From an optimization exercise on the open Yosys and OpenROAD flow, aimed at small area, a short achievable clock period and few clock cycles per item; shortcuts taken in it are not production practice. Only the layout flow was run in this run; the RTL was not checked for function there. Power and IR drop assume default switching activity.

==> flow/design.v <==
package wtok_pkg;
  localparam int unsigned LENGTH_WIDTH_DEF = 16;
  localparam logic [31:0] FNV_BASIS = 32'h811C_9DC5;
  localparam logic [31:0] FNV_PRIME = 32'h0100_0193;
  localparam logic [7:0] CHR_NUL = 8'h00;
  localparam logic [7:0] CHR_TAB = 8'h09;
  localparam logic [7:0] CHR_LF  = 8'h0A;
  localparam logic [7:0] CHR_VT  = 8'h0B;
  localparam logic [7:0] CHR_FF  = 8'h0C;
  localparam logic [7:0] CHR_CR  = 8'h0D;
  localparam logic [7:0] CHR_SP  = 8'h20;
  localparam logic [15:0] EOS_LENGTH = 16'd4;
  localparam int unsigned QUEUE_DEPTH = 4;
  localparam int unsigned QUEUE_PTR_W = $clog2(QUEUE_DEPTH);
  localparam int unsigned QUEUE_CNT_W = $clog2(QUEUE_DEPTH + 1);
  typedef struct packed {
    logic [7:0] data_byte;
    logic       end_of_input;
  } byte_t;
  typedef struct packed {
    logic [31:0] word_hash;
    logic [15:0] word_length;
    logic        is_eos;
    logic        last;
  } token_t;
  localparam int unsigned TOKEN_W = 50;  
  localparam logic [31:0] EOS_HASH = 32'hD79C_9359;
endpackage
import wtok_pkg::*;
module wtok_room (
  input  logic [1:0] cls,
  input  logic       in_word,
  input  logic [1:0] e_pre,
  input  logic       w_own,
  input  logic       e_post,
  input  logic       take,
  output logic       ok
);
  logic       e_front;
  logic [1:0] e_pre1;
  logic       w_own1;
  logic       e_post1;
  always_comb begin
    e_front = (e_pre != 2'd0);
    e_pre1  = e_pre;
    w_own1  = w_own;
    e_post1 = e_post;
    if (take) begin
      if (e_front) begin
        e_pre1 = e_pre - 2'd1;
      end else if (w_own) begin
        w_own1  = 1'b0;
        e_pre1  = {1'b0, e_post};
        e_post1 = 1'b0;
      end
    end
    case (cls)
      2'd1:    ok = in_word || !w_own;
      2'd2:    ok = in_word || (w_own1 ? !e_post1 : (e_pre1 != 2'd2));
      2'd3:    ok = 1'b1;
      default: ok = 1'b0;
    endcase
  end
endmodule
module word_tokenizer_fnv1a_hasher_top #(
  parameter int unsigned LENGTH_WIDTH = wtok_pkg::LENGTH_WIDTH_DEF
) (
  input  logic   clk,
  input  logic   rst,
  input  logic   byte_valid,
  output logic   byte_ready,
  input  wtok_pkg::byte_t  byte_data,
  output logic   token_valid,
  input  logic   token_ready,
  output wtok_pkg::token_t token_data
);
  localparam logic [1:0] C_NONE = 2'd0;
  localparam logic [1:0] C_WORD = 2'd1;
  localparam logic [1:0] C_LF   = 2'd2;
  localparam logic [1:0] C_END  = 2'd3;
  logic [1:0]  ib_cls;
  logic        ib_b7;
  logic [6:0]  xlo_r;       
  logic                    in_word;
  logic [31:0]             hash_r;
  logic [LENGTH_WIDTH-1:0] len_r;
  logic                    last_r;
  logic [1:0]  e_pre;
  logic        w_own;
  logic        e_post;
  logic        rdy_nt;
  logic        rdy_t;
  logic        e_front;
  logic        word_end;
  logic        imm_w;
  logic        take;
  logic        w_now;       
  logic        w_give;      
  logic        ok;
  logic        hash_upd;
  logic        hash_clr;
  logic        byte_xfer;
  logic        in_space;
  logic [1:0]  in_cls;
  logic [6:0]  in_low;
  logic [31:0] mix_out;
  logic [31:0] mixed;
  logic [6:0]  hlo_n;
  logic [6:0]  xlo_n;
  logic [1:0]  ib_cls_n;
  logic        in_word_n;
  logic [1:0]  e_pre_n;
  logic        w_own_n;
  logic        e_post_n;
  logic        ok_nt_n;
  logic        ok_t_n;
  assign e_front     = (e_pre != 2'd0);
  assign word_end    = in_word && ib_cls[1];
  assign imm_w       = word_end && !e_front;
  assign token_valid = e_front || w_own || imm_w;
  assign take        = token_valid && token_ready;
  assign token_data.word_hash   = e_front ? EOS_HASH : hash_r;
  assign token_data.word_length = e_front ? EOS_LENGTH : 16'(len_r);
  assign token_data.is_eos      = e_front;
  assign token_data.last        = e_front || (w_own ? last_r : ib_cls[0]);
  assign byte_ready = rdy_nt || (token_ready && rdy_t);
  assign byte_xfer  = byte_valid && byte_ready;
  wtok_room u_room (
    .cls(ib_cls), .in_word(in_word), .e_pre(e_pre), .w_own(w_own),
    .e_post(e_post), .take(take), .ok(ok)
  );
  always_comb begin
    w_now    = imm_w && token_ready;
    w_give   = take && !e_front && w_own;
    hash_upd = (ib_cls == C_WORD) && ok;
    hash_clr = w_now || w_give;
    in_space = (byte_data.data_byte == CHR_SP)  || (byte_data.data_byte == CHR_LF) ||
               (byte_data.data_byte == CHR_CR)  || (byte_data.data_byte == CHR_TAB) ||
               (byte_data.data_byte == CHR_VT)  || (byte_data.data_byte == CHR_FF) ||
               (byte_data.data_byte == CHR_NUL);
    if (byte_data.end_of_input)                 in_cls = C_END;
    else if (byte_data.data_byte == CHR_LF)     in_cls = C_LF;
    else if (in_space)                          in_cls = C_END;
    else                                        in_cls = C_WORD;
    in_low = byte_data.data_byte[6:0] ^ {7{byte_data.data_byte[7]}};
    if (byte_xfer)   ib_cls_n = in_cls;
    else if (ok)     ib_cls_n = C_NONE;
    else             ib_cls_n = ib_cls;
    e_pre_n   = e_pre;
    w_own_n   = w_own;
    e_post_n  = e_post;
    in_word_n = in_word;
    if (take && !imm_w) begin
      if (e_front) begin
        e_pre_n = e_pre - 2'd1;
      end else begin
        w_own_n  = 1'b0;
        e_pre_n  = {1'b0, e_post};
        e_post_n = 1'b0;
      end
    end
    if (ok) begin
      case (ib_cls)
        C_WORD: in_word_n = 1'b1;
        C_LF: begin
          in_word_n = 1'b0;
          if (in_word) begin
            if (w_now) begin
              e_pre_n  = e_pre_n + 2'd1;
            end else begin
              w_own_n  = 1'b1;
              e_post_n = 1'b1;
            end
          end else if (w_own_n) begin
            e_post_n = 1'b1;
          end else begin
            e_pre_n  = e_pre_n + 2'd1;
          end
        end
        C_END: begin
          in_word_n = 1'b0;
          if (in_word && !w_now) w_own_n = 1'b1;
        end
        default: ;
      endcase
    end
    mixed = mix_out;
    if (!in_word_n)      hlo_n = FNV_BASIS[6:0];
    else if (hash_upd)   hlo_n = mixed[6:0];
    else                 hlo_n = hash_r[6:0];
    xlo_n = hlo_n ^ in_low;
  end
  fnv_mul u_mul (.x({hash_r[31:7], xlo_r}), .e(ib_b7), .y(mix_out));
  wtok_room u_room_nt (
    .cls(ib_cls_n), .in_word(in_word_n), .e_pre(e_pre_n), .w_own(w_own_n),
    .e_post(e_post_n), .take(1'b0), .ok(ok_nt_n)
  );
  wtok_room u_room_t (
    .cls(ib_cls_n), .in_word(in_word_n), .e_pre(e_pre_n), .w_own(w_own_n),
    .e_post(e_post_n), .take(1'b1), .ok(ok_t_n)
  );
  always_ff @(posedge clk) begin
    if (rst) begin
      ib_cls  <= C_NONE;
      in_word <= 1'b0;
      e_pre   <= 2'd0;
      w_own   <= 1'b0;
      e_post  <= 1'b0;
      rdy_nt  <= 1'b1;
      rdy_t   <= 1'b1;
    end else begin
      ib_cls  <= ib_cls_n;
      in_word <= in_word_n;
      e_pre   <= e_pre_n;
      w_own   <= w_own_n;
      e_post  <= e_post_n;
      rdy_nt  <= (ib_cls_n == C_NONE) || ok_nt_n;
      rdy_t   <= (ib_cls_n == C_NONE) || ok_t_n;
    end
  end
  always_ff @(posedge clk) begin
    if (byte_xfer) begin
      xlo_r <= xlo_n;
      ib_b7 <= byte_data.data_byte[7];
    end
  end
  always_ff @(posedge clk) begin
    if (rst || hash_clr) begin
      hash_r <= FNV_BASIS;
      len_r  <= '0;
    end else if (hash_upd) begin
      hash_r <= mixed;
      if (len_r != '1) begin
        len_r <= len_r + LENGTH_WIDTH'(1);
      end
    end
  end
  always_ff @(posedge clk) begin
    if (ok && word_end && !w_now) begin
      last_r <= (ib_cls == C_END);
    end
  end
endmodule
module fnv_mul (
  input  logic [31:0] x,
  input  logic        e,
  output logic [31:0] y
);
  logic fs0;
  logic fc0;
  logic fs1;
  logic fc1;
  logic fs2;
  logic fc2;
  logic fs3;
  logic fc3;
  logic fs4;
  logic fc4;
  logic fs5;
  logic fc5;
  logic fs6;
  logic fc6;
  logic fs7;
  logic fc7;
  logic fs8;
  logic fc8;
  logic fs9;
  logic fc9;
  logic fs10;
  logic fc10;
  logic fs11;
  logic fc11;
  logic fs12;
  logic fc12;
  logic fs13;
  logic fc13;
  logic fs14;
  logic fc14;
  logic fs15;
  logic fc15;
  logic fs16;
  logic fc16;
  logic fs17;
  logic fc17;
  logic fs18;
  logic fc18;
  logic fs19;
  logic fc19;
  logic fs20;
  logic fc20;
  logic fs21;
  logic fc21;
  logic fs22;
  logic fc22;
  logic fs23;
  logic fc23;
  logic fs24;
  logic fc24;
  logic fs25;
  logic fc25;
  logic fs26;
  logic fc26;
  logic fs27;
  logic fc27;
  logic fs28;
  logic fc28;
  logic fs29;
  logic fc29;
  logic fs30;
  logic fc30;
  logic fs31;
  logic fc31;
  logic fs32;
  logic fc32;
  logic fs33;
  logic fc33;
  logic fs34;
  logic fc34;
  logic fs35;
  logic fc35;
  logic fs36;
  logic fc36;
  logic fs37;
  logic fc37;
  logic fs38;
  logic fc38;
  logic fs39;
  logic fc39;
  logic fs40;
  logic fc40;
  logic fs41;
  logic fc41;
  logic fs42;
  logic fc42;
  logic fs43;
  logic fc43;
  logic fs44;
  logic fc44;
  logic fs45;
  logic fc45;
  logic fs46;
  logic fc46;
  logic fs47;
  logic fc47;
  logic fs48;
  logic fc48;
  logic fs49;
  logic fc49;
  logic fs50;
  logic fc50;
  logic fs51;
  logic fc51;
  logic fs52;
  logic fc52;
  logic fs53;
  logic fc53;
  logic fs54;
  logic fc54;
  logic fs55;
  logic fc55;
  logic fs56;
  logic fc56;
  logic fs57;
  logic fc57;
  logic fs58;
  logic fc58;
  logic fs59;
  logic fc59;
  logic fs60;
  logic fc60;
  logic fs61;
  logic fc61;
  logic fs62;
  logic fc62;
  logic fs63;
  logic fc63;
  logic fs64;
  logic fc64;
  logic fs65;
  logic fc65;
  logic fs66;
  logic fc66;
  logic fs67;
  logic fc67;
  logic fs68;
  logic fc68;
  logic fs69;
  logic fc69;
  logic fs70;
  logic fc70;
  logic fs71;
  logic fc71;
  logic fs72;
  logic fc72;
  logic fs73;
  logic fc73;
  logic fs74;
  logic fc74;
  logic fs75;
  logic fc75;
  logic fs76;
  logic fc76;
  logic fs77;
  logic fc77;
  logic fs78;
  logic fc78;
  logic fs79;
  logic fc79;
  logic fs80;
  logic fc80;
  logic fs81;
  logic fc81;
  logic fs82;
  logic fc82;
  logic fs83;
  logic fc83;
  logic fs84;
  logic fc84;
  logic [31:0] ra, rb;
  assign fs0 = x[4] ^ x[3] ^ x[0];
  assign fc0 = (x[4] & x[3]) | (x[4] & x[0]) | (x[3] & x[0]);
  assign fs1 = x[5] ^ x[4] ^ x[1];
  assign fc1 = (x[5] & x[4]) | (x[5] & x[1]) | (x[4] & x[1]);
  assign fs2 = x[6] ^ x[5] ^ x[2];
  assign fc2 = (x[6] & x[5]) | (x[6] & x[2]) | (x[5] & x[2]);
  assign fs3 = x[7] ^ x[6] ^ x[3];
  assign fc3 = (x[7] & x[6]) | (x[7] & x[3]) | (x[6] & x[3]);
  assign fs4 = x[0] ^ e ^ fc2;
  assign fc4 = (x[0] & e) | (x[0] & fc2) | (e & fc2);
  assign fs5 = x[8] ^ x[7] ^ x[4];
  assign fc5 = (x[8] & x[7]) | (x[8] & x[4]) | (x[7] & x[4]);
  assign fs6 = x[1] ^ x[0] ^ e;
  assign fc6 = (x[1] & x[0]) | (x[1] & e) | (x[0] & e);
  assign fs7 = fc3 ^ fs5 ^ fs6;
  assign fc7 = (fc3 & fs5) | (fc3 & fs6) | (fs5 & fs6);
  assign fs8 = x[9] ^ x[8] ^ x[5];
  assign fc8 = (x[9] & x[8]) | (x[9] & x[5]) | (x[8] & x[5]);
  assign fs9 = x[2] ^ x[1] ^ fc5;
  assign fc9 = (x[2] & x[1]) | (x[2] & fc5) | (x[1] & fc5);
  assign fs10 = fc6 ^ fs8 ^ fc7;
  assign fc10 = (fc6 & fs8) | (fc6 & fc7) | (fs8 & fc7);
  assign fs11 = x[10] ^ x[9] ^ x[6];
  assign fc11 = (x[10] & x[9]) | (x[10] & x[6]) | (x[9] & x[6]);
  assign fs12 = x[3] ^ x[2] ^ fc8;
  assign fc12 = (x[3] & x[2]) | (x[3] & fc8) | (x[2] & fc8);
  assign fs13 = fs11 ^ fc9 ^ fs12;
  assign fc13 = (fs11 & fc9) | (fs11 & fs12) | (fc9 & fs12);
  assign fs14 = x[11] ^ x[10] ^ x[7];
  assign fc14 = (x[11] & x[10]) | (x[11] & x[7]) | (x[10] & x[7]);
  assign fs15 = x[4] ^ x[3] ^ fc11;
  assign fc15 = (x[4] & x[3]) | (x[4] & fc11) | (x[3] & fc11);
  assign fs16 = fs14 ^ fc12 ^ fs15;
  assign fc16 = (fs14 & fc12) | (fs14 & fs15) | (fc12 & fs15);
  assign fs17 = x[12] ^ x[11] ^ x[8];
  assign fc17 = (x[12] & x[11]) | (x[12] & x[8]) | (x[11] & x[8]);
  assign fs18 = x[5] ^ x[4] ^ fc14;
  assign fc18 = (x[5] & x[4]) | (x[5] & fc14) | (x[4] & fc14);
  assign fs19 = fs17 ^ fc15 ^ fs18;
  assign fc19 = (fs17 & fc15) | (fs17 & fs18) | (fc15 & fs18);
  assign fs20 = x[13] ^ x[12] ^ x[9];
  assign fc20 = (x[13] & x[12]) | (x[13] & x[9]) | (x[12] & x[9]);
  assign fs21 = x[6] ^ x[5] ^ fc17;
  assign fc21 = (x[6] & x[5]) | (x[6] & fc17) | (x[5] & fc17);
  assign fs22 = fs20 ^ fc18 ^ fs21;
  assign fc22 = (fs20 & fc18) | (fs20 & fs21) | (fc18 & fs21);
  assign fs23 = x[14] ^ x[13] ^ x[10];
  assign fc23 = (x[14] & x[13]) | (x[14] & x[10]) | (x[13] & x[10]);
  assign fs24 = x[7] ^ x[6] ^ fc20;
  assign fc24 = (x[7] & x[6]) | (x[7] & fc20) | (x[6] & fc20);
  assign fs25 = fs23 ^ fc21 ^ fs24;
  assign fc25 = (fs23 & fc21) | (fs23 & fs24) | (fc21 & fs24);
  assign fs26 = x[15] ^ x[14] ^ x[11];
  assign fc26 = (x[15] & x[14]) | (x[15] & x[11]) | (x[14] & x[11]);
  assign fs27 = x[8] ^ x[7] ^ fc23;
  assign fc27 = (x[8] & x[7]) | (x[8] & fc23) | (x[7] & fc23);
  assign fs28 = fs26 ^ fc24 ^ fs27;
  assign fc28 = (fs26 & fc24) | (fs26 & fs27) | (fc24 & fs27);
  assign fs29 = x[16] ^ x[15] ^ x[12];
  assign fc29 = (x[16] & x[15]) | (x[16] & x[12]) | (x[15] & x[12]);
  assign fs30 = x[9] ^ x[8] ^ fc26;
  assign fc30 = (x[9] & x[8]) | (x[9] & fc26) | (x[8] & fc26);
  assign fs31 = fs29 ^ fc27 ^ fs30;
  assign fc31 = (fs29 & fc27) | (fs29 & fs30) | (fc27 & fs30);
  assign fs32 = x[17] ^ x[16] ^ x[13];
  assign fc32 = (x[17] & x[16]) | (x[17] & x[13]) | (x[16] & x[13]);
  assign fs33 = x[10] ^ x[9] ^ fc29;
  assign fc33 = (x[10] & x[9]) | (x[10] & fc29) | (x[9] & fc29);
  assign fs34 = fs32 ^ fc30 ^ fs33;
  assign fc34 = (fs32 & fc30) | (fs32 & fs33) | (fc30 & fs33);
  assign fs35 = x[18] ^ x[17] ^ x[14];
  assign fc35 = (x[18] & x[17]) | (x[18] & x[14]) | (x[17] & x[14]);
  assign fs36 = x[11] ^ x[10] ^ fc32;
  assign fc36 = (x[11] & x[10]) | (x[11] & fc32) | (x[10] & fc32);
  assign fs37 = fs35 ^ fc33 ^ fs36;
  assign fc37 = (fs35 & fc33) | (fs35 & fs36) | (fc33 & fs36);
  assign fs38 = x[19] ^ x[18] ^ x[15];
  assign fc38 = (x[19] & x[18]) | (x[19] & x[15]) | (x[18] & x[15]);
  assign fs39 = x[12] ^ x[11] ^ fc35;
  assign fc39 = (x[12] & x[11]) | (x[12] & fc35) | (x[11] & fc35);
  assign fs40 = fs38 ^ fc36 ^ fs39;
  assign fc40 = (fs38 & fc36) | (fs38 & fs39) | (fc36 & fs39);
  assign fs41 = x[20] ^ x[19] ^ x[16];
  assign fc41 = (x[20] & x[19]) | (x[20] & x[16]) | (x[19] & x[16]);
  assign fs42 = x[13] ^ x[12] ^ fc38;
  assign fc42 = (x[13] & x[12]) | (x[13] & fc38) | (x[12] & fc38);
  assign fs43 = fs41 ^ fc39 ^ fs42;
  assign fc43 = (fs41 & fc39) | (fs41 & fs42) | (fc39 & fs42);
  assign fs44 = x[21] ^ x[20] ^ x[17];
  assign fc44 = (x[21] & x[20]) | (x[21] & x[17]) | (x[20] & x[17]);
  assign fs45 = x[14] ^ x[13] ^ fc41;
  assign fc45 = (x[14] & x[13]) | (x[14] & fc41) | (x[13] & fc41);
  assign fs46 = fs44 ^ fc42 ^ fs45;
  assign fc46 = (fs44 & fc42) | (fs44 & fs45) | (fc42 & fs45);
  assign fs47 = x[22] ^ x[21] ^ x[18];
  assign fc47 = (x[22] & x[21]) | (x[22] & x[18]) | (x[21] & x[18]);
  assign fs48 = x[15] ^ x[14] ^ fc44;
  assign fc48 = (x[15] & x[14]) | (x[15] & fc44) | (x[14] & fc44);
  assign fs49 = fs47 ^ fc45 ^ fs48;
  assign fc49 = (fs47 & fc45) | (fs47 & fs48) | (fc45 & fs48);
  assign fs50 = x[23] ^ x[22] ^ x[19];
  assign fc50 = (x[23] & x[22]) | (x[23] & x[19]) | (x[22] & x[19]);
  assign fs51 = x[16] ^ x[15] ^ fc47;
  assign fc51 = (x[16] & x[15]) | (x[16] & fc47) | (x[15] & fc47);
  assign fs52 = fs50 ^ fc48 ^ fs51;
  assign fc52 = (fs50 & fc48) | (fs50 & fs51) | (fc48 & fs51);
  assign fs53 = x[24] ^ x[23] ^ x[20];
  assign fc53 = (x[24] & x[23]) | (x[24] & x[20]) | (x[23] & x[20]);
  assign fs54 = x[17] ^ x[16] ^ x[0];
  assign fc54 = (x[17] & x[16]) | (x[17] & x[0]) | (x[16] & x[0]);
  assign fs55 = e ^ fc50 ^ fs53;
  assign fc55 = (e & fc50) | (e & fs53) | (fc50 & fs53);
  assign fs56 = fs54 ^ fc51 ^ fs55;
  assign fc56 = (fs54 & fc51) | (fs54 & fs55) | (fc51 & fs55);
  assign fs57 = x[25] ^ x[24] ^ x[21];
  assign fc57 = (x[25] & x[24]) | (x[25] & x[21]) | (x[24] & x[21]);
  assign fs58 = x[18] ^ x[17] ^ x[1];
  assign fc58 = (x[18] & x[17]) | (x[18] & x[1]) | (x[17] & x[1]);
  assign fs59 = fc53 ^ fc54 ^ fs57;
  assign fc59 = (fc53 & fc54) | (fc53 & fs57) | (fc54 & fs57);
  assign fs60 = fs58 ^ fc55 ^ fs59;
  assign fc60 = (fs58 & fc55) | (fs58 & fs59) | (fc55 & fs59);
  assign fs61 = x[26] ^ x[25] ^ x[22];
  assign fc61 = (x[26] & x[25]) | (x[26] & x[22]) | (x[25] & x[22]);
  assign fs62 = x[19] ^ x[18] ^ x[2];
  assign fc62 = (x[19] & x[18]) | (x[19] & x[2]) | (x[18] & x[2]);
  assign fs63 = fc57 ^ fc58 ^ fs61;
  assign fc63 = (fc57 & fc58) | (fc57 & fs61) | (fc58 & fs61);
  assign fs64 = fs62 ^ fc59 ^ fs63;
  assign fc64 = (fs62 & fc59) | (fs62 & fs63) | (fc59 & fs63);
  assign fs65 = x[27] ^ x[26] ^ x[23];
  assign fc65 = (x[27] & x[26]) | (x[27] & x[23]) | (x[26] & x[23]);
  assign fs66 = x[20] ^ x[19] ^ x[3];
  assign fc66 = (x[20] & x[19]) | (x[20] & x[3]) | (x[19] & x[3]);
  assign fs67 = fc61 ^ fc62 ^ fs65;
  assign fc67 = (fc61 & fc62) | (fc61 & fs65) | (fc62 & fs65);
  assign fs68 = fs66 ^ fc63 ^ fs67;
  assign fc68 = (fs66 & fc63) | (fs66 & fs67) | (fc63 & fs67);
  assign fs69 = x[28] ^ x[27] ^ x[24];
  assign fc69 = (x[28] & x[27]) | (x[28] & x[24]) | (x[27] & x[24]);
  assign fs70 = x[21] ^ x[20] ^ x[4];
  assign fc70 = (x[21] & x[20]) | (x[21] & x[4]) | (x[20] & x[4]);
  assign fs71 = fc65 ^ fc66 ^ fs69;
  assign fc71 = (fc65 & fc66) | (fc65 & fs69) | (fc66 & fs69);
  assign fs72 = fs70 ^ fc67 ^ fs71;
  assign fc72 = (fs70 & fc67) | (fs70 & fs71) | (fc67 & fs71);
  assign fs73 = x[29] ^ x[28] ^ x[25];
  assign fc73 = (x[29] & x[28]) | (x[29] & x[25]) | (x[28] & x[25]);
  assign fs74 = x[22] ^ x[21] ^ x[5];
  assign fc74 = (x[22] & x[21]) | (x[22] & x[5]) | (x[21] & x[5]);
  assign fs75 = fc69 ^ fc70 ^ fs73;
  assign fc75 = (fc69 & fc70) | (fc69 & fs73) | (fc70 & fs73);
  assign fs76 = fs74 ^ fc71 ^ fs75;
  assign fc76 = (fs74 & fc71) | (fs74 & fs75) | (fc71 & fs75);
  assign fs77 = x[30] ^ x[29] ^ x[26];
  assign fc77 = (x[30] & x[29]) | (x[30] & x[26]) | (x[29] & x[26]);
  assign fs78 = x[23] ^ x[22] ^ x[6];
  assign fc78 = (x[23] & x[22]) | (x[23] & x[6]) | (x[22] & x[6]);
  assign fs79 = fc73 ^ fc74 ^ fs77;
  assign fc79 = (fc73 & fc74) | (fc73 & fs77) | (fc74 & fs77);
  assign fs80 = fs78 ^ fc75 ^ fs79;
  assign fc80 = (fs78 & fc75) | (fs78 & fs79) | (fc75 & fs79);
  assign fs81 = x[31] ^ x[30] ^ x[27];
  assign fc81 = (x[31] & x[30]) | (x[31] & x[27]) | (x[30] & x[27]);
  assign fs82 = x[24] ^ x[23] ^ x[7];
  assign fc82 = (x[24] & x[23]) | (x[24] & x[7]) | (x[23] & x[7]);
  assign fs83 = fc77 ^ fc78 ^ fs81;
  assign fc83 = (fc77 & fc78) | (fc77 & fs81) | (fc78 & fs81);
  assign fs84 = fs82 ^ fc79 ^ fs83;
  assign fc84 = (fs82 & fc79) | (fs82 & fs83) | (fc79 & fs83);
  assign ra[0] = x[0];
  assign rb[0] = e;
  assign ra[1] = x[1];
  assign rb[1] = x[0];
  assign ra[2] = x[2];
  assign rb[2] = x[1];
  assign ra[3] = x[3];
  assign rb[3] = x[2];
  assign ra[4] = e;
  assign rb[4] = fs0;
  assign ra[5] = fc0;
  assign rb[5] = fs1;
  assign ra[6] = fc1;
  assign rb[6] = fs2;
  assign ra[7] = fs3;
  assign rb[7] = fs4;
  assign ra[8] = fc4;
  assign rb[8] = fs7;
  assign ra[9] = fs9;
  assign rb[9] = fs10;
  assign ra[10] = fc10;
  assign rb[10] = fs13;
  assign ra[11] = fc13;
  assign rb[11] = fs16;
  assign ra[12] = fc16;
  assign rb[12] = fs19;
  assign ra[13] = fc19;
  assign rb[13] = fs22;
  assign ra[14] = fc22;
  assign rb[14] = fs25;
  assign ra[15] = fc25;
  assign rb[15] = fs28;
  assign ra[16] = fc28;
  assign rb[16] = fs31;
  assign ra[17] = fc31;
  assign rb[17] = fs34;
  assign ra[18] = fc34;
  assign rb[18] = fs37;
  assign ra[19] = fc37;
  assign rb[19] = fs40;
  assign ra[20] = fc40;
  assign rb[20] = fs43;
  assign ra[21] = fc43;
  assign rb[21] = fs46;
  assign ra[22] = fc46;
  assign rb[22] = fs49;
  assign ra[23] = fc49;
  assign rb[23] = fs52;
  assign ra[24] = fc52;
  assign rb[24] = fs56;
  assign ra[25] = fc56;
  assign rb[25] = fs60;
  assign ra[26] = fc60;
  assign rb[26] = fs64;
  assign ra[27] = fc64;
  assign rb[27] = fs68;
  assign ra[28] = fc68;
  assign rb[28] = fs72;
  assign ra[29] = fc72;
  assign rb[29] = fs76;
  assign ra[30] = fc76;
  assign rb[30] = fs80;
  assign ra[31] = fc80;
  assign rb[31] = fs84;
  logic [31:0] g0, p0;
  assign g0 = ra & rb;
  assign p0 = ra ^ rb;
  logic gc0;
  assign gc0 = g0[0] | (p0[0] & e);
  logic gn1, pn1;
  assign gn1 = g0[1] | (p0[1] & gc0);
  assign pn1 = p0[1] & p0[0];
  logic gn2, pn2;
  assign gn2 = g0[2] | (p0[2] & g0[1]);
  assign pn2 = p0[2] & p0[1];
  logic gn3, pn3;
  assign gn3 = g0[3] | (p0[3] & g0[2]);
  assign pn3 = p0[3] & p0[2];
  logic gn4, pn4;
  assign gn4 = g0[4] | (p0[4] & g0[3]);
  assign pn4 = p0[4] & p0[3];
  logic gn5, pn5;
  assign gn5 = g0[5] | (p0[5] & g0[4]);
  assign pn5 = p0[5] & p0[4];
  logic gn6, pn6;
  assign gn6 = g0[6] | (p0[6] & g0[5]);
  assign pn6 = p0[6] & p0[5];
  logic gn7, pn7;
  assign gn7 = g0[7] | (p0[7] & g0[6]);
  assign pn7 = p0[7] & p0[6];
  logic gn8, pn8;
  assign gn8 = g0[8] | (p0[8] & g0[7]);
  assign pn8 = p0[8] & p0[7];
  logic gn9, pn9;
  assign gn9 = g0[9] | (p0[9] & g0[8]);
  assign pn9 = p0[9] & p0[8];
  logic gn10, pn10;
  assign gn10 = g0[10] | (p0[10] & g0[9]);
  assign pn10 = p0[10] & p0[9];
  logic gn11, pn11;
  assign gn11 = g0[11] | (p0[11] & g0[10]);
  assign pn11 = p0[11] & p0[10];
  logic gn12, pn12;
  assign gn12 = g0[12] | (p0[12] & g0[11]);
  assign pn12 = p0[12] & p0[11];
  logic gn13, pn13;
  assign gn13 = g0[13] | (p0[13] & g0[12]);
  assign pn13 = p0[13] & p0[12];
  logic gn14, pn14;
  assign gn14 = g0[14] | (p0[14] & g0[13]);
  assign pn14 = p0[14] & p0[13];
  logic gn15, pn15;
  assign gn15 = g0[15] | (p0[15] & g0[14]);
  assign pn15 = p0[15] & p0[14];
  logic gn16, pn16;
  assign gn16 = g0[16] | (p0[16] & g0[15]);
  assign pn16 = p0[16] & p0[15];
  logic gn17, pn17;
  assign gn17 = g0[17] | (p0[17] & g0[16]);
  assign pn17 = p0[17] & p0[16];
  logic gn18, pn18;
  assign gn18 = g0[18] | (p0[18] & g0[17]);
  assign pn18 = p0[18] & p0[17];
  logic gn19, pn19;
  assign gn19 = g0[19] | (p0[19] & g0[18]);
  assign pn19 = p0[19] & p0[18];
  logic gn20, pn20;
  assign gn20 = g0[20] | (p0[20] & g0[19]);
  assign pn20 = p0[20] & p0[19];
  logic gn21, pn21;
  assign gn21 = g0[21] | (p0[21] & g0[20]);
  assign pn21 = p0[21] & p0[20];
  logic gn22, pn22;
  assign gn22 = g0[22] | (p0[22] & g0[21]);
  assign pn22 = p0[22] & p0[21];
  logic gn23, pn23;
  assign gn23 = g0[23] | (p0[23] & g0[22]);
  assign pn23 = p0[23] & p0[22];
  logic gn24, pn24;
  assign gn24 = g0[24] | (p0[24] & g0[23]);
  assign pn24 = p0[24] & p0[23];
  logic gn25, pn25;
  assign gn25 = g0[25] | (p0[25] & g0[24]);
  assign pn25 = p0[25] & p0[24];
  logic gn26, pn26;
  assign gn26 = g0[26] | (p0[26] & g0[25]);
  assign pn26 = p0[26] & p0[25];
  logic gn27, pn27;
  assign gn27 = g0[27] | (p0[27] & g0[26]);
  assign pn27 = p0[27] & p0[26];
  logic gn28, pn28;
  assign gn28 = g0[28] | (p0[28] & g0[27]);
  assign pn28 = p0[28] & p0[27];
  logic gn29, pn29;
  assign gn29 = g0[29] | (p0[29] & g0[28]);
  assign pn29 = p0[29] & p0[28];
  logic gn30, pn30;
  assign gn30 = g0[30] | (p0[30] & g0[29]);
  assign pn30 = p0[30] & p0[29];
  logic gn31, pn31;
  assign gn31 = g0[31] | (p0[31] & g0[30]);
  assign pn31 = p0[31] & p0[30];
  logic gn32, pn32;
  assign gn32 = gn2 | (pn2 & gc0);
  assign pn32 = pn2 & p0[0];
  logic gn33, pn33;
  assign gn33 = gn3 | (pn3 & gn1);
  assign pn33 = pn3 & pn1;
  logic gn34, pn34;
  assign gn34 = gn4 | (pn4 & gn2);
  assign pn34 = pn4 & pn2;
  logic gn35, pn35;
  assign gn35 = gn5 | (pn5 & gn3);
  assign pn35 = pn5 & pn3;
  logic gn36, pn36;
  assign gn36 = gn6 | (pn6 & gn4);
  assign pn36 = pn6 & pn4;
  logic gn37, pn37;
  assign gn37 = gn7 | (pn7 & gn5);
  assign pn37 = pn7 & pn5;
  logic gn38, pn38;
  assign gn38 = gn8 | (pn8 & gn6);
  assign pn38 = pn8 & pn6;
  logic gn39, pn39;
  assign gn39 = gn9 | (pn9 & gn7);
  assign pn39 = pn9 & pn7;
  logic gn40, pn40;
  assign gn40 = gn10 | (pn10 & gn8);
  assign pn40 = pn10 & pn8;
  logic gn41, pn41;
  assign gn41 = gn11 | (pn11 & gn9);
  assign pn41 = pn11 & pn9;
  logic gn42, pn42;
  assign gn42 = gn12 | (pn12 & gn10);
  assign pn42 = pn12 & pn10;
  logic gn43, pn43;
  assign gn43 = gn13 | (pn13 & gn11);
  assign pn43 = pn13 & pn11;
  logic gn44, pn44;
  assign gn44 = gn14 | (pn14 & gn12);
  assign pn44 = pn14 & pn12;
  logic gn45, pn45;
  assign gn45 = gn15 | (pn15 & gn13);
  assign pn45 = pn15 & pn13;
  logic gn46, pn46;
  assign gn46 = gn16 | (pn16 & gn14);
  assign pn46 = pn16 & pn14;
  logic gn47, pn47;
  assign gn47 = gn17 | (pn17 & gn15);
  assign pn47 = pn17 & pn15;
  logic gn48, pn48;
  assign gn48 = gn18 | (pn18 & gn16);
  assign pn48 = pn18 & pn16;
  logic gn49, pn49;
  assign gn49 = gn19 | (pn19 & gn17);
  assign pn49 = pn19 & pn17;
  logic gn50, pn50;
  assign gn50 = gn20 | (pn20 & gn18);
  assign pn50 = pn20 & pn18;
  logic gn51, pn51;
  assign gn51 = gn21 | (pn21 & gn19);
  assign pn51 = pn21 & pn19;
  logic gn52, pn52;
  assign gn52 = gn22 | (pn22 & gn20);
  assign pn52 = pn22 & pn20;
  logic gn53, pn53;
  assign gn53 = gn23 | (pn23 & gn21);
  assign pn53 = pn23 & pn21;
  logic gn54, pn54;
  assign gn54 = gn24 | (pn24 & gn22);
  assign pn54 = pn24 & pn22;
  logic gn55, pn55;
  assign gn55 = gn25 | (pn25 & gn23);
  assign pn55 = pn25 & pn23;
  logic gn56, pn56;
  assign gn56 = gn26 | (pn26 & gn24);
  assign pn56 = pn26 & pn24;
  logic gn57, pn57;
  assign gn57 = gn27 | (pn27 & gn25);
  assign pn57 = pn27 & pn25;
  logic gn58, pn58;
  assign gn58 = gn28 | (pn28 & gn26);
  assign pn58 = pn28 & pn26;
  logic gn59, pn59;
  assign gn59 = gn29 | (pn29 & gn27);
  assign pn59 = pn29 & pn27;
  logic gn60, pn60;
  assign gn60 = gn30 | (pn30 & gn28);
  assign pn60 = pn30 & pn28;
  logic gn61, pn61;
  assign gn61 = gn31 | (pn31 & gn29);
  assign pn61 = pn31 & pn29;
  logic gn62, pn62;
  assign gn62 = gn34 | (pn34 & gc0);
  assign pn62 = pn34 & p0[0];
  logic gn63, pn63;
  assign gn63 = gn35 | (pn35 & gn1);
  assign pn63 = pn35 & pn1;
  logic gn64, pn64;
  assign gn64 = gn36 | (pn36 & gn32);
  assign pn64 = pn36 & pn32;
  logic gn65, pn65;
  assign gn65 = gn37 | (pn37 & gn33);
  assign pn65 = pn37 & pn33;
  logic gn66, pn66;
  assign gn66 = gn38 | (pn38 & gn34);
  assign pn66 = pn38 & pn34;
  logic gn67, pn67;
  assign gn67 = gn39 | (pn39 & gn35);
  assign pn67 = pn39 & pn35;
  logic gn68, pn68;
  assign gn68 = gn40 | (pn40 & gn36);
  assign pn68 = pn40 & pn36;
  logic gn69, pn69;
  assign gn69 = gn41 | (pn41 & gn37);
  assign pn69 = pn41 & pn37;
  logic gn70, pn70;
  assign gn70 = gn42 | (pn42 & gn38);
  assign pn70 = pn42 & pn38;
  logic gn71, pn71;
  assign gn71 = gn43 | (pn43 & gn39);
  assign pn71 = pn43 & pn39;
  logic gn72, pn72;
  assign gn72 = gn44 | (pn44 & gn40);
  assign pn72 = pn44 & pn40;
  logic gn73, pn73;
  assign gn73 = gn45 | (pn45 & gn41);
  assign pn73 = pn45 & pn41;
  logic gn74, pn74;
  assign gn74 = gn46 | (pn46 & gn42);
  assign pn74 = pn46 & pn42;
  logic gn75, pn75;
  assign gn75 = gn47 | (pn47 & gn43);
  assign pn75 = pn47 & pn43;
  logic gn76, pn76;
  assign gn76 = gn48 | (pn48 & gn44);
  assign pn76 = pn48 & pn44;
  logic gn77, pn77;
  assign gn77 = gn49 | (pn49 & gn45);
  assign pn77 = pn49 & pn45;
  logic gn78, pn78;
  assign gn78 = gn50 | (pn50 & gn46);
  assign pn78 = pn50 & pn46;
  logic gn79, pn79;
  assign gn79 = gn51 | (pn51 & gn47);
  assign pn79 = pn51 & pn47;
  logic gn80, pn80;
  assign gn80 = gn52 | (pn52 & gn48);
  assign pn80 = pn52 & pn48;
  logic gn81, pn81;
  assign gn81 = gn53 | (pn53 & gn49);
  assign pn81 = pn53 & pn49;
  logic gn82, pn82;
  assign gn82 = gn54 | (pn54 & gn50);
  assign pn82 = pn54 & pn50;
  logic gn83, pn83;
  assign gn83 = gn55 | (pn55 & gn51);
  assign pn83 = pn55 & pn51;
  logic gn84, pn84;
  assign gn84 = gn56 | (pn56 & gn52);
  assign pn84 = pn56 & pn52;
  logic gn85, pn85;
  assign gn85 = gn57 | (pn57 & gn53);
  assign pn85 = pn57 & pn53;
  logic gn86, pn86;
  assign gn86 = gn58 | (pn58 & gn54);
  assign pn86 = pn58 & pn54;
  logic gn87, pn87;
  assign gn87 = gn59 | (pn59 & gn55);
  assign pn87 = pn59 & pn55;
  logic gn88, pn88;
  assign gn88 = gn60 | (pn60 & gn56);
  assign pn88 = pn60 & pn56;
  logic gn89, pn89;
  assign gn89 = gn61 | (pn61 & gn57);
  assign pn89 = pn61 & pn57;
  logic gn90, pn90;
  assign gn90 = gn66 | (pn66 & gc0);
  assign pn90 = pn66 & p0[0];
  logic gn91, pn91;
  assign gn91 = gn67 | (pn67 & gn1);
  assign pn91 = pn67 & pn1;
  logic gn92, pn92;
  assign gn92 = gn68 | (pn68 & gn32);
  assign pn92 = pn68 & pn32;
  logic gn93, pn93;
  assign gn93 = gn69 | (pn69 & gn33);
  assign pn93 = pn69 & pn33;
  logic gn94, pn94;
  assign gn94 = gn70 | (pn70 & gn62);
  assign pn94 = pn70 & pn62;
  logic gn95, pn95;
  assign gn95 = gn71 | (pn71 & gn63);
  assign pn95 = pn71 & pn63;
  logic gn96, pn96;
  assign gn96 = gn72 | (pn72 & gn64);
  assign pn96 = pn72 & pn64;
  logic gn97, pn97;
  assign gn97 = gn73 | (pn73 & gn65);
  assign pn97 = pn73 & pn65;
  logic gn98, pn98;
  assign gn98 = gn74 | (pn74 & gn66);
  assign pn98 = pn74 & pn66;
  logic gn99, pn99;
  assign gn99 = gn75 | (pn75 & gn67);
  assign pn99 = pn75 & pn67;
  logic gn100, pn100;
  assign gn100 = gn76 | (pn76 & gn68);
  assign pn100 = pn76 & pn68;
  logic gn101, pn101;
  assign gn101 = gn77 | (pn77 & gn69);
  assign pn101 = pn77 & pn69;
  logic gn102, pn102;
  assign gn102 = gn78 | (pn78 & gn70);
  assign pn102 = pn78 & pn70;
  logic gn103, pn103;
  assign gn103 = gn79 | (pn79 & gn71);
  assign pn103 = pn79 & pn71;
  logic gn104, pn104;
  assign gn104 = gn80 | (pn80 & gn72);
  assign pn104 = pn80 & pn72;
  logic gn105, pn105;
  assign gn105 = gn81 | (pn81 & gn73);
  assign pn105 = pn81 & pn73;
  logic gn106, pn106;
  assign gn106 = gn82 | (pn82 & gn74);
  assign pn106 = pn82 & pn74;
  logic gn107, pn107;
  assign gn107 = gn83 | (pn83 & gn75);
  assign pn107 = pn83 & pn75;
  logic gn108, pn108;
  assign gn108 = gn84 | (pn84 & gn76);
  assign pn108 = pn84 & pn76;
  logic gn109, pn109;
  assign gn109 = gn85 | (pn85 & gn77);
  assign pn109 = pn85 & pn77;
  logic gn110, pn110;
  assign gn110 = gn86 | (pn86 & gn78);
  assign pn110 = pn86 & pn78;
  logic gn111, pn111;
  assign gn111 = gn87 | (pn87 & gn79);
  assign pn111 = pn87 & pn79;
  logic gn112, pn112;
  assign gn112 = gn88 | (pn88 & gn80);
  assign pn112 = pn88 & pn80;
  logic gn113, pn113;
  assign gn113 = gn89 | (pn89 & gn81);
  assign pn113 = pn89 & pn81;
  logic gn114, pn114;
  assign gn114 = gn98 | (pn98 & gc0);
  assign pn114 = pn98 & p0[0];
  logic gn115, pn115;
  assign gn115 = gn99 | (pn99 & gn1);
  assign pn115 = pn99 & pn1;
  logic gn116, pn116;
  assign gn116 = gn100 | (pn100 & gn32);
  assign pn116 = pn100 & pn32;
  logic gn117, pn117;
  assign gn117 = gn101 | (pn101 & gn33);
  assign pn117 = pn101 & pn33;
  logic gn118, pn118;
  assign gn118 = gn102 | (pn102 & gn62);
  assign pn118 = pn102 & pn62;
  logic gn119, pn119;
  assign gn119 = gn103 | (pn103 & gn63);
  assign pn119 = pn103 & pn63;
  logic gn120, pn120;
  assign gn120 = gn104 | (pn104 & gn64);
  assign pn120 = pn104 & pn64;
  logic gn121, pn121;
  assign gn121 = gn105 | (pn105 & gn65);
  assign pn121 = pn105 & pn65;
  logic gn122, pn122;
  assign gn122 = gn106 | (pn106 & gn90);
  assign pn122 = pn106 & pn90;
  logic gn123, pn123;
  assign gn123 = gn107 | (pn107 & gn91);
  assign pn123 = pn107 & pn91;
  logic gn124, pn124;
  assign gn124 = gn108 | (pn108 & gn92);
  assign pn124 = pn108 & pn92;
  logic gn125, pn125;
  assign gn125 = gn109 | (pn109 & gn93);
  assign pn125 = pn109 & pn93;
  logic gn126, pn126;
  assign gn126 = gn110 | (pn110 & gn94);
  assign pn126 = pn110 & pn94;
  logic gn127, pn127;
  assign gn127 = gn111 | (pn111 & gn95);
  assign pn127 = pn111 & pn95;
  logic gn128, pn128;
  assign gn128 = gn112 | (pn112 & gn96);
  assign pn128 = pn112 & pn96;
  logic gn129, pn129;
  assign gn129 = gn113 | (pn113 & gn97);
  assign pn129 = pn113 & pn97;
  logic [31:0] pe;
  assign pe = p0 ^ {32{e}};
  assign y[0] = pe[0] ^ e;
  assign y[1] = pe[1] ^ gc0;
  assign y[2] = pe[2] ^ gn1;
  assign y[3] = pe[3] ^ gn32;
  assign y[4] = pe[4] ^ gn33;
  assign y[5] = pe[5] ^ gn62;
  assign y[6] = pe[6] ^ gn63;
  assign y[7] = pe[7] ^ gn64;
  assign y[8] = pe[8] ^ gn65;
  assign y[9] = pe[9] ^ gn90;
  assign y[10] = pe[10] ^ gn91;
  assign y[11] = pe[11] ^ gn92;
  assign y[12] = pe[12] ^ gn93;
  assign y[13] = pe[13] ^ gn94;
  assign y[14] = pe[14] ^ gn95;
  assign y[15] = pe[15] ^ gn96;
  assign y[16] = pe[16] ^ gn97;
  assign y[17] = pe[17] ^ gn114;
  assign y[18] = pe[18] ^ gn115;
  assign y[19] = pe[19] ^ gn116;
  assign y[20] = pe[20] ^ gn117;
  assign y[21] = pe[21] ^ gn118;
  assign y[22] = pe[22] ^ gn119;
  assign y[23] = pe[23] ^ gn120;
  assign y[24] = pe[24] ^ gn121;
  assign y[25] = pe[25] ^ gn122;
  assign y[26] = pe[26] ^ gn123;
  assign y[27] = pe[27] ^ gn124;
  assign y[28] = pe[28] ^ gn125;
  assign y[29] = pe[29] ^ gn126;
  assign y[30] = pe[30] ^ gn127;
  assign y[31] = pe[31] ^ gn128;
endmodule
==> flow/flow/run.sh <==
#!/bin/bash
# Layout flow: the standard flow, with two changes between its steps.
#  1. After the standard synthesis, flow/fapol.py re-chooses the polarity of
#     each full adder cell (a full adder is self-dual) to drop the inverters
#     that Yosys's adder extraction leaves between them. Registers and all
#     other cells are untouched.
#  2. Ports are buffered with sky130_fd_sc_hd__buf_2 instead of the
#     flow's default buffer cell (every port still gets its own buffer).
# Each tool's output goes to a log file of its own in this folder.
set -euo pipefail
R=orfs/results/sky130hd/word_tokenizer_fnv1a_hasher_top/base
bash standard.sh synth > 1_standard_synth.log 2>&1
cp $R/1_2_yosys.v 1_2_yosys.standard.v
python3 flow/fapol.py 1_2_yosys.standard.v $R/1_2_yosys.v > 2_fapol.log 2>&1
touch $R/1_2_yosys.v
bash standard.sh BUFFER_PORTS_ARGS="-buffer_cell sky130_fd_sc_hd__buf_1" finish > 3_standard_finish.log 2>&1
==> flow/flow/fapol.py <==
#!/usr/bin/env python3
"""Choose the polarity of each full adder cell in a Yosys netlist so that as
few inverters as possible remain.

A full adder is self-dual: complementing its three inputs complements its sum
and carry. Yosys's adder extraction leaves many inverters between full
adders; this picks, for every fa cell, whether to build it on complemented
inputs (giving complemented outputs), then rebuilds the inverters: at most
one per signal, from the signal's net. Only inverters are removed or added
and only fa inputs are rewired; registers and all other cells are unchanged.

usage: fapol.py IN.v OUT.v
"""
import re, sys, random

src = open(sys.argv[1]).read()
m = re.search(r'^module\s+(\S+)\((.*?)\);\n', src, re.M | re.S)
head_end = m.end()
end_mod = src.rindex('endmodule')
body = src[head_end:end_mod]

decl_re = re.compile(r'^\s*(input|output|inout|wire)\s+(\[\d+:\d+\]\s+)?(\S+)\s*;\s*$', re.M)
inst_re = re.compile(r'^\s*(sky130_fd_sc_hd__\w+)\s+(\S+)\s*\((.*?)\);\s*$', re.M | re.S)
pin_re = re.compile(r'\.(\w+)\(\s*(.*?)\s*\)\s*(?:,|$)', re.S)

decls = []
ports = set()
for d in decl_re.finditer(body):
    decls.append(d.group(0))
    if d.group(1) in ('output',):
        rng = d.group(2)
        name = d.group(3)
        if rng:
            hi, lo = map(int, re.findall(r'\d+', rng))
            for i in range(min(hi, lo), max(hi, lo) + 1):
                ports.add(f'{name}[{i}]')
        else:
            ports.add(name)

OUTPINS = {'X', 'Y', 'Q', 'Q_N', 'SUM', 'COUT', 'HI', 'LO'}
cells = []
for c in inst_re.finditer(body):
    typ, name, pins = c.group(1), c.group(2), c.group(3)
    conn = {}
    for p in pin_re.finditer(pins):
        conn[p.group(1)] = p.group(2).strip()
    cells.append({'type': typ, 'name': name, 'conn': conn})

def is_inv(c):
    return re.match(r'sky130_fd_sc_hd__(clk)?inv_\d+$', c['type']) is not None

def norm(n):
    return n.strip()

driver = {}
for c in cells:
    for p, n in c['conn'].items():
        if p in OUTPINS:
            driver[norm(n)] = (c, p)

# inverters that drive a port stay as they are (treated as ordinary cells)
invs = [c for c in cells if is_inv(c) and norm(c['conn']['Y']) not in ports]
inv_set = set(id(c) for c in invs)

def resolve(n):
    n = norm(n); p = 0
    while n in driver and id(driver[n][0]) in inv_set:
        n = norm(driver[n][0]['conn']['A']); p ^= 1
    return n, p

fas = [c for c in cells if c['type'].startswith('sky130_fd_sc_hd__fa_')]
fa_idx = {id(c): i for i, c in enumerate(fas)}
sig_fa = {}                      # signal net -> fa index that drives it
for i, c in enumerate(fas):
    sig_fa[norm(c['conn']['SUM'])] = i
    sig_fa[norm(c['conn']['COUT'])] = i

# consumers: (cell, pin, signal, polarity)
cons = []
for c in cells:
    if id(c) in inv_set:
        continue
    for p, n in c['conn'].items():
        if p in OUTPINS:
            continue
        s, pol = resolve(n)
        cons.append((c, p, s, pol))
# signals that reach a port other than through kept cells: freeze their fa
frozen = set()
for n in ports:
    s, pol = resolve(n)
    if s in sig_fa and (s != norm(n)):
        frozen.add(sig_fa[s])

by_sig = {}
for k, (c, p, s, pol) in enumerate(cons):
    by_sig.setdefault(s, []).append(k)
fa_sigs = [set() for _ in fas]
for k, (c, p, s, pol) in enumerate(cons):
    if id(c) in fa_idx:
        fa_sigs[fa_idx[id(c)]].add(s)
    if s in sig_fa:
        fa_sigs[sig_fa[s]].add(s)

flip = [0] * len(fas)

def is_xor(c):
    return re.match(r'sky130_fd_sc_hd__x(n)?or2_\d+$', c['type']) is not None

def sig_cost(s):
    phi = flip[sig_fa[s]] if s in sig_fa else 0
    for k in by_sig.get(s, []):
        c, p, _, pol = cons[k]
        if is_xor(c):
            continue
        eff = pol ^ (flip[fa_idx[id(c)]] if id(c) in fa_idx else 0)
        if eff != phi:
            return 1
    return 0

def total():
    return sum(sig_cost(s) for s in by_sig)

before = total()
best = before
random.seed(1)
order = list(range(len(fas)))
for rnd in range(50):
    improved = False
    random.shuffle(order)
    for i in order:
        if i in frozen:
            continue
        old = sum(sig_cost(s) for s in fa_sigs[i])
        flip[i] ^= 1
        new = sum(sig_cost(s) for s in fa_sigs[i])
        if new < old or (new == old and random.random() < 0.1):
            improved = improved or new < old
        else:
            flip[i] ^= 1
    cur = total()
    if cur < best:
        best = cur
    if not improved and rnd > 10:
        break
after = total()

def esc(n):
    n = norm(n)
    return n + ' ' if n.startswith('\\') else n

# rebuild: drop resolved inverters, one new inverter per signal that needs it
inv_of = {}
new_wires, new_cells = [], []
kept_inv_type = {}
for c in invs:
    s, _ = resolve(c['conn']['Y'])
    kept_inv_type.setdefault(s, c['type'])
cnt = 0
def inv_net(s):
    global cnt
    if s not in inv_of:
        cnt += 1
        w = f'_fapol_{cnt}_'
        inv_of[s] = w
        new_wires.append(f'  wire {w};')
        t = kept_inv_type.get(s, 'sky130_fd_sc_hd__inv_1')
        new_cells.append(f'  {t} _fapol_inv_{cnt}_ (\n    .A({esc(s)}),\n    .Y({w})\n  );')
    return inv_of[s]

swap = {}
for k, (c, p, s, pol) in enumerate(cons):
    phi = flip[sig_fa[s]] if s in sig_fa else 0
    eff = pol ^ (flip[fa_idx[id(c)]] if id(c) in fa_idx else 0)
    if is_xor(c):
        c['conn'][p] = s
        if eff != phi:
            swap[id(c)] = swap.get(id(c), 0) ^ 1
        continue
    c['conn'][p] = s if eff == phi else inv_net(s)
n_swap = 0
for c in cells:
    if swap.get(id(c)):
        n_swap += 1
        m2 = re.match(r'sky130_fd_sc_hd__(x(?:n)?or2)_(\d+)$', c['type'])
        kind, drive = m2.group(1), m2.group(2)
        if kind == 'xor2':
            c['type'] = f'sky130_fd_sc_hd__xnor2_{drive}'
            c['conn'] = {('Y' if q == 'X' else q): n for q, n in c['conn'].items()}
        else:
            c['type'] = f'sky130_fd_sc_hd__xor2_{drive}'
            c['conn'] = {('X' if q == 'Y' else q): n for q, n in c['conn'].items()}

dead = set(norm(c['conn']['Y']) for c in invs)
out = [src[:head_end]]
for d in decls:
    mm = decl_re.match(d)
    if mm.group(1) == 'wire' and not mm.group(2) and norm(mm.group(3)) in dead:
        continue
    out.append(d + '\n')
out += [w + '\n' for w in new_wires]
for c in cells:
    if id(c) in inv_set:
        continue
    pins = ',\n'.join(f'    .{p}({esc(n)})' for p, n in c['conn'].items())
    out.append(f"  {c['type']} {c['name']} (\n{pins}\n  );\n")
out += [x + '\n' for x in new_cells]
out.append(src[end_mod:])
open(sys.argv[2], 'w').write(''.join(out))
print(f'fapol: {len(fas)} full adders, {sum(flip)} flipped, {len(frozen)} frozen, {n_swap} xor/xnor swapped; '
      f'inverters {len(invs)} -> {len(inv_of)} (signal cost {before} -> {after})')
==> flow/standard.sh <==
#!/bin/bash
# synth_recipe.tcl (not shown) runs the flow's synth.tcl, then flattens the netlist and writes it again
# the make line also repeats each setting of config.mk as NAME=value (left out here)
make -C /OpenROAD-flow-scripts/flow DESIGN_CONFIG=/design/flow/config.mk WORK_HOME=/design/flow/orfs CLKGATE_MAP_FILE= SYNTH_SCRIPT=/design/flow/synth_recipe.tcl "${@:-finish}"
==> flow/config.mk <==
export PLATFORM = sky130hd
export DESIGN_NAME = word_tokenizer_fnv1a_hasher_top
export DESIGN_NICKNAME = word_tokenizer_fnv1a_hasher_top
export VERILOG_FILES = /design/flow/design.v
export SDC_FILE = /design/flow/constraint.sdc
export NUM_CORES = 4
export LEC_CHECK = 0
export CAP_MARGIN = 20
export CORE_MARGIN = 2
export CORE_UTILIZATION = 40
export SETUP_SLACK_MARGIN = 2.5
export SLEW_MARGIN = 20
==> flow/constraint.sdc <==
create_clock -name core_clock -period 6.5 [get_ports {clk}]
set_input_delay 1.3000 -clock core_clock [delete_from_list [all_inputs] [get_ports {clk}]]
set_output_delay 1.3000 -clock core_clock [all_outputs]
set_load 0.01 [all_outputs]
==> results.sh <==
export IMPL_grt_pass1_wl_mm=29.78
export IMPL_crit_start="hash_r[12]"
export IMPL_tightest_slew_ns=0.9681
export IMPL_met3_usage=0.03855
export IMPL_synth_nets=877
export IMPL_max_cap_viol_count=0
export IMPL_ir_worst_vdd_v=0.0001492
export IMPL_dr_pass1_iters=5
export IMPL_slew_headroom=0.3539
export IMPL_r2r_start="hash_r[12]"
export IMPL_area_growth_pct=14.12
export IMPL_rsz0062_at_grt="false"
export IMPL_startpoint_type="flip-flop"
export IMPL_cts_buffer_depth=2
export IMPL_worst_path_max_fanout=7
export IMPL_p_switching_w=0.001170
export IMPL_grt_max_degree=42
export IMPL_routed_via_density=5.367
export IMPL_reg2reg_depth=12
export IMPL_min_from="hash_r[2]"
export IMPL_regArea_um2=1439
export IMPL_setup_viol=0
export IMPL_n_fill_cell=1675
export IMPL_hold_path_cell_count=2
export IMPL_cts_tree="done"
export IMPL_insertion_delay_ns=0.34
export IMPL_path_clk_slew_ns=0.07
export IMPL_p_clk_frac=0.200
export IMPL_wirelength_mm=18.08
export IMPL_cts_buffers=9
export IMPL_hpwl_mm=13.59
export IMPL_globalRouteOverflowTotal=0
export IMPL_final_max_slew_viol_count=0
export IMPL_clock_skew_ns=0.008954
export IMPL_min_delay_worst_endpoint="hash_r[2]"
export IMPL_p_sw_frac=0.4361
export IMPL_status="timing/DRC/antenna clean"
export IMPL_crit_type="flip-flop to flip-flop"
export IMPL_wl_per_cell_um=17.59
export IMPL_multi_input_area_um2=5260
export IMPL_ys_warn_count=2
export IMPL_drtIter0Drc=315
export IMPL_ant_nets=0
export IMPL_grt_busiest_layer="met2"
export IMPL_finalCritPeriodShare=0.5952
export IMPL_die_h_um=134.4
export IMPL_cts_sinks=66
export IMPL_regToRegEndpoint="hash_r[27]"
export IMPL_critPathArrivalTime_ns=4.11
export IMPL_met2_usage=0.3597
export IMPL_grt_use_total=0.2122
export IMPL_num_rows=47
export IMPL_cts_root_buffer="clkbuf_16"
export IMPL_p_int_w=0.001512
export IMPL_fin_nets=936
export IMPL_hp_class="flip-flop to flip-flop"
export IMPL_num_io_pins=65
export IMPL_utilization=0.4682
export IMPL_htreeDepth=3
export IMPL_syn_inst=744
export IMPL_numPortBuffers=64
export IMPL_worst_ep_required_time_ns=6.75
export IMPL_r2r_slack_ns=2.63
export IMPL_layout_drive_gt1_share=0.1027
export IMPL_die_area_um2=18070
export IMPL_max_freq_ghz=0.2585
export IMPL_power_density_nw_per_um2=345.4
export IMPL_fin_setup_tns_ns=0
export IMPL_period_needed_ns=3.868
export IMPL_drc_errors=0
export IMPL_p_leak_nw=2.960
export IMPL_crit_path_end_kind="flip-flop"
export IMPL_chipWidth_um=134.4
export IMPL_grt_use_met1=0.2824
export IMPL_grt_pass1_vias=5569
export IMPL_power_frac_comb=0.626
export IMPL_antenna_found_initial=0
export IMPL_core_region_area_um2=16580
export IMPL_finalWeightedCongestion=0.8958
export IMPL_start_util=0.4103
export IMPL_netlist_area_um2=6804
export IMPL_via_count=5517
export IMPL_pwr_share_seq=0.174
export IMPL_antenna_cells=0
export IMPL_hold_viol_final=0
export IMPL_avgSynthCellArea_um2=9.145
## metrics by stage
step           total power, W  hold slack [ns]  std cells  setup WS [ns]  area (um2)
6_report             0.002682           0.4852       1028          2.632        7765
5_1_grt              0.002889           0.5392       1028          2.503        7765
4_1_cts              0.002603           0.4861       1024          2.507        7625
3_5_place_dp         0.002035           0.4645        999          2.257        7223
3_3_place_gp         0.002032           0.4582        999          2.344        7223
2_1_floorplan        0.001716           0.4336        744          2.504        6807
## critical path, stage by stage (launching register included)
cell and delay (ns):
dfxtp_2 0.40, fa_1 0.47, fa_1 0.46, fa_1 0.54, ha_2 0.33, and3_1 0.21, and2_1 0.20, o2111ai_1 0.12
o211ai_1 0.17, or4_1 0.42, o211ai_1 0.13, xnor2_1 0.10, a211oi_1 0.22
## cell usage in the layout (no fill, tap or decap), drive strengths merged, types with 14 or more instances in the layout
cell type	count
fa	81
buf	80
nor2	77
xnor2	63
dfxtp	57
a21oi	54
nand2	51
ha	39
o21ai	32
xor2	31
inv	30
and2	24
or3	21
nor3	14
## layout make-up
cell class | count | share of cell area
clock buffer | 9 | 0.02900
clock inverter | 7 | 0.01192
inverter | 30 | 0.01450
multi-input combinational | 616 | 0.6774
sequential | 66 | 0.1853
tap | 220 | 0.03545
timing repair buffer | 80 | 0.04641
## registers in the layout, summed over array words and instances (netlist names), 2 cells and up
name,flops
e_pre,2
hash_r,32
ib_cls,2
len_r,16
xlo_r,7
## worst max path at each step
stage	cells past startpoint	end	slack (ns)
2_1_floorplan	13	hash_r[27]	2.50
3_3_place_gp	12	hash_r[27]	2.34
3_5_place_dp	12	hash_r[27]	2.26
4_1_cts	11	hash_r[31]	2.51
5_1_grt	13	hash_r[31]	2.50
6_report	12	hash_r[27]	2.63
## per-layer routing
| layer | part of all wire | wire [um] |
|---|---|---|
| met1 | 0.44 | 7946 |
| met2 | 0.49 | 8794 |
| met3 | 0.063 | 1131 |
| met4 | 0.012 | 209 |
| met5 | 0 | 0 |
## power groups by stage
stage / logic (W) / clock network (W) / registers [W]
after floorplan: 0.00125 / 0 / 0.000468
after global placement: 0.00155 / 0 / 0.000483
after detailed placement: 0.00155 / 0 / 0.000484
after CTS: 0.00159 / 0.000546 / 0.000468
after global routing: 0.00186 / 0.000560 / 0.000472
final: 0.00168 / 0.000536 / 0.000467
## repair_timing
action,CTS,global route
resized for setup,10,36
setup buffers,9,4
endpoints found under the setup margin,8,13
hold buffers,0,0
pin swaps,3,5

==> afterwards: timing with drivers on the ports <==
The flow's constraints put no driver on any port. The routed layout listed below was extracted and timed again, unchanged, in two steps.
Step 1 assumes that a clkbuf_16 drives the clock port and a buf_2 every other input.
Step 2 adds t to the input delays and takes it off the output delays; t is the mean of the earliest and latest rising clock arrival at the registers after step 1. Input paths then give back, and output paths get back, about the clock's delay inside the block.
Three values: ideal ports, drivers, drivers and shift; two values: the first two.
t (ns): 0.384
slack for setup (ns): 2.632 / 2.632 / 2.596
worst data-port slew with drivers (ns): 0.03
After both steps setup and hold are still met in this run. For this run, drivers alone change the setup slack by 0.000 ns; drivers and shift together by -0.036 ns.
